Background: an optimization exercise with open tools, aiming at small area, a short achievable clock period and few clock cycles. Do not read the settings as production practice.

## run X
Design dsp_27x27s_arbiter, start of the top module:
module dsp_27x27s_arbiter (
  input  logic         clk,
  input  logic         aclr_n,
  input  logic [3:0]   req_valid,
  output logic [3:0]   req_ready,
  input  logic [107:0] req_ax,
  input  logic [107:0] req_ay,
  output logic         res_valid,
  input  logic         res_ready,
  output logic [1:0]   res_id,
  output logic [53:0]  res_data
);
Size in the first run: ~2400 cells after synthesis, roughly 280 I/O pins, roughly 26000 um^2 of cells after synthesis.
export LEC_CHECK = 0
export CAP_MARGIN = 20
export CORE_MARGIN = 2
export CORE_UTILIZATION = 65
export CTS_BUF_LIST = sky130_fd_sc_hd__clkbuf_8 sky130_fd_sc_hd__clkbuf_16
export CTS_CLUSTER_DIAMETER = 80
export CTS_CLUSTER_SIZE = 16
export PLACE_DENSITY = 0.75
export SETUP_SLACK_MARGIN = 3.6
export SLEW_MARGIN = 20
export SYNTH_HIERARCHICAL = 1
create_clock -name core_clock -period 7.3 [get_ports {clk}]
standard.sh (not shown) runs the stock make flow with config.mk's settings and CLKGATE_MAP_FILE= SYNTH_SCRIPT=/design/flow/synth_recipe.tcl, a recipe that flattens the netlist after the stock synthesis.
==> flow/flow/run.sh <==
#!/bin/bash
# Standard layout, with buf_1 cells as the port buffers.
set -euo pipefail
export BUFFER_PORTS_ARGS="-buffer_cell sky130_fd_sc_hd__buf_1"
bash standard.sh finish > standard_flow.log 2>&1
The final layout from run X, which completed every stage, passed the timing, design-rule and antenna checks at the end of the flow.
Input changes introduced in run B (baseline for comparison: run X):
--- a/flow/design.v
+++ b/flow/design.v
@@ -22,28 +22,23 @@
   logic [53:0] s2_x, s2_y;
   logic        rc, s1_c;
   logic        en;
   logic [3:0]  msk_q;      
   logic [3:0]  msk_a, msk_b, msk_d;
   logic [3:0]  pa [4];
   logic [3:0]  pb [4];
+  logic [3:0]  gnt;
   logic        any;
   logic [1:0]  nxt_id;
   logic [3:0]  win_a, win_b, nxt_d;
   logic [26:0] sel_x, sel_y;
   assign en = ~s2_v | res_ready;
-  dsp_gnt u_gnt (
-    .v    (req_valid),
-    .nxt  (nxt_q),
-    .msk  (msk_q),
-    .rst_n(aclr_n),
-    .hold (s2_v),
-    .rdy  (res_ready),
-    .g    (req_ready)
-  );
+  assign gnt       = nxt_q & req_valid &
+                     {4{aclr_n & en & ~|(req_valid & msk_q)}};
+  assign req_ready = gnt;
   assign any       = |(nxt_q & req_valid) & aclr_n & en & ~|(req_valid & msk_q);
   always_comb begin
     nxt_id = 2'd0;
     for (int i = 0; i < 4; i++) begin
       if (nxt_q[i]) nxt_id = 2'(i);
     end
   end
@@ -72,25 +67,21 @@
     for (int i = 0; i < 4; i++) begin
       msk_a = msk_a | (pa[i] & {4{win_a[i]}});
       msk_b = msk_b | (pb[i] & {4{win_b[i]}});
     end
   end
   assign nxt_d = any ? win_a : win_b;
   assign msk_d = any ? msk_a : msk_b;
-  for (genvar b = 0; b < 27; b++) begin : g_sel
-    dsp_sel4 u_sx (
-      .s(nxt_d),
-      .d({req_ax[81+b], req_ax[54+b], req_ax[27+b], req_ax[b]}),
-      .y(sel_x[b])
-    );
-    dsp_sel4 u_sy (
-      .s(nxt_d),
-      .d({req_ay[81+b], req_ay[54+b], req_ay[27+b], req_ay[b]}),
-      .y(sel_y[b])
-    );
+  always_comb begin
+    sel_x = '0;
+    sel_y = '0;
+    for (int i = 0; i < 4; i++) begin
+      sel_x = sel_x | (req_ax[27*i +: 27] & {27{nxt_d[i]}});
+      sel_y = sel_y | (req_ay[27*i +: 27] & {27{nxt_d[i]}});
+    end
   end
   always_comb begin
     logic y2, y1, y0;
     for (int j = 0; j < 14; j++) begin
       y2 = (2*j+1 < 27) ? sel_y[2*j+1] : sel_y[26];
       y1 = sel_y[2*j];
       y0 = (j > 0) ? sel_y[2*j-1] : 1'b0;
@@ -2035,28 +2026,14 @@
       s2_id <= s1_id;
     end
   end
   assign res_valid = s2_v;
   assign res_id    = s2_id;
   assign res_data  = s2_p;
 endmodule
-module dsp_gnt (
-  input  logic [3:0] v,
-  input  logic [3:0] nxt,
-  input  logic [3:0] msk,
-  input  logic       rst_n,
-  input  logic       hold,
-  input  logic       rdy,
-  output logic [3:0] g
-);
-  assign g = nxt & v & {4{rst_n & (~hold | rdy) & ~|(v & msk)}};
-endmodule
-module dsp_sel4 (input logic [3:0] s, input logic [3:0] d, output logic y);
-  assign y = |(s & d);
-endmodule
 module dsp_x2 (input logic a, b, output logic y);
   assign y = a ^ b;
 endmodule
 module dsp_mx (input logic s, a, b, output logic y);
   assign y = s ? b : a;
 endmodule
 module dsp_fa (input logic a, b, c, output logic s, co);
--- outcome ---
- Run B ended with less data required time of the worst path than run X.
- Post-synthesis net count of run B exceeds that of run X slightly.
- Run B vs run X: final area up slightly
- Compared with run X, run B shows a wire length of the first global-routing pass that is 3.5% higher.
- Run B ends up with a sequential share of layout area that is 0.18 points lower than in run X.
- Against run X, run B comes in 1.5 points higher on worst-case headroom to the max-slew limit.
- Capture point of the worst path = req_ready[1]: run B; capture point of the worst path = s1_r3[28]: run X
- Run B vs. run X: fraction of final layout cells with drive strength greater than 1 went up.
- Compared with run X, layout buffer count excluding clock buffers in run B decreased slightly.
- For the final worst-path cycle share, run B came in 1.5 points lower than run X did.
- Between run B and run X, the via count is lower for run X.
- Worst path setup slack after routing: run B better than run X
- Relative to run X, global-route usage increased by 1.4 points in run B.
No run of this note included a check of the RTL's function; only the layout flow was run.

## re-timing with driven ports
In the flow no input, the clock included, has a driving cell. The finished layouts below were timed again as built, in two steps.
Step 1: set_driving_cell puts a clkbuf_16 on clk and a buf_2 on each other input, an assumption about the parent block.
Step 2 also shifts input and output timing later by t, the mid clock arrival at the registers, as if the neighbouring blocks saw the same clock.
Slacks: ideal ports / drivers / drivers and shift; pairs: ideal ports / drivers.
| run | t, ns | setup WS [ns] | worst data-port slew with drivers (ns) |
|---|---|---|---|
| run X | 0.608 | 3.513 / 3.513 / 3.323 | 0.14 |
| run B | 0.610 | 3.619 / 3.585 / 3.173 | 0.11 |
After both steps setup and hold are still met in every run listed. The setup slack of run B, which loses most, moves by -0.034 ns with the drivers and by -0.446 ns with both steps.
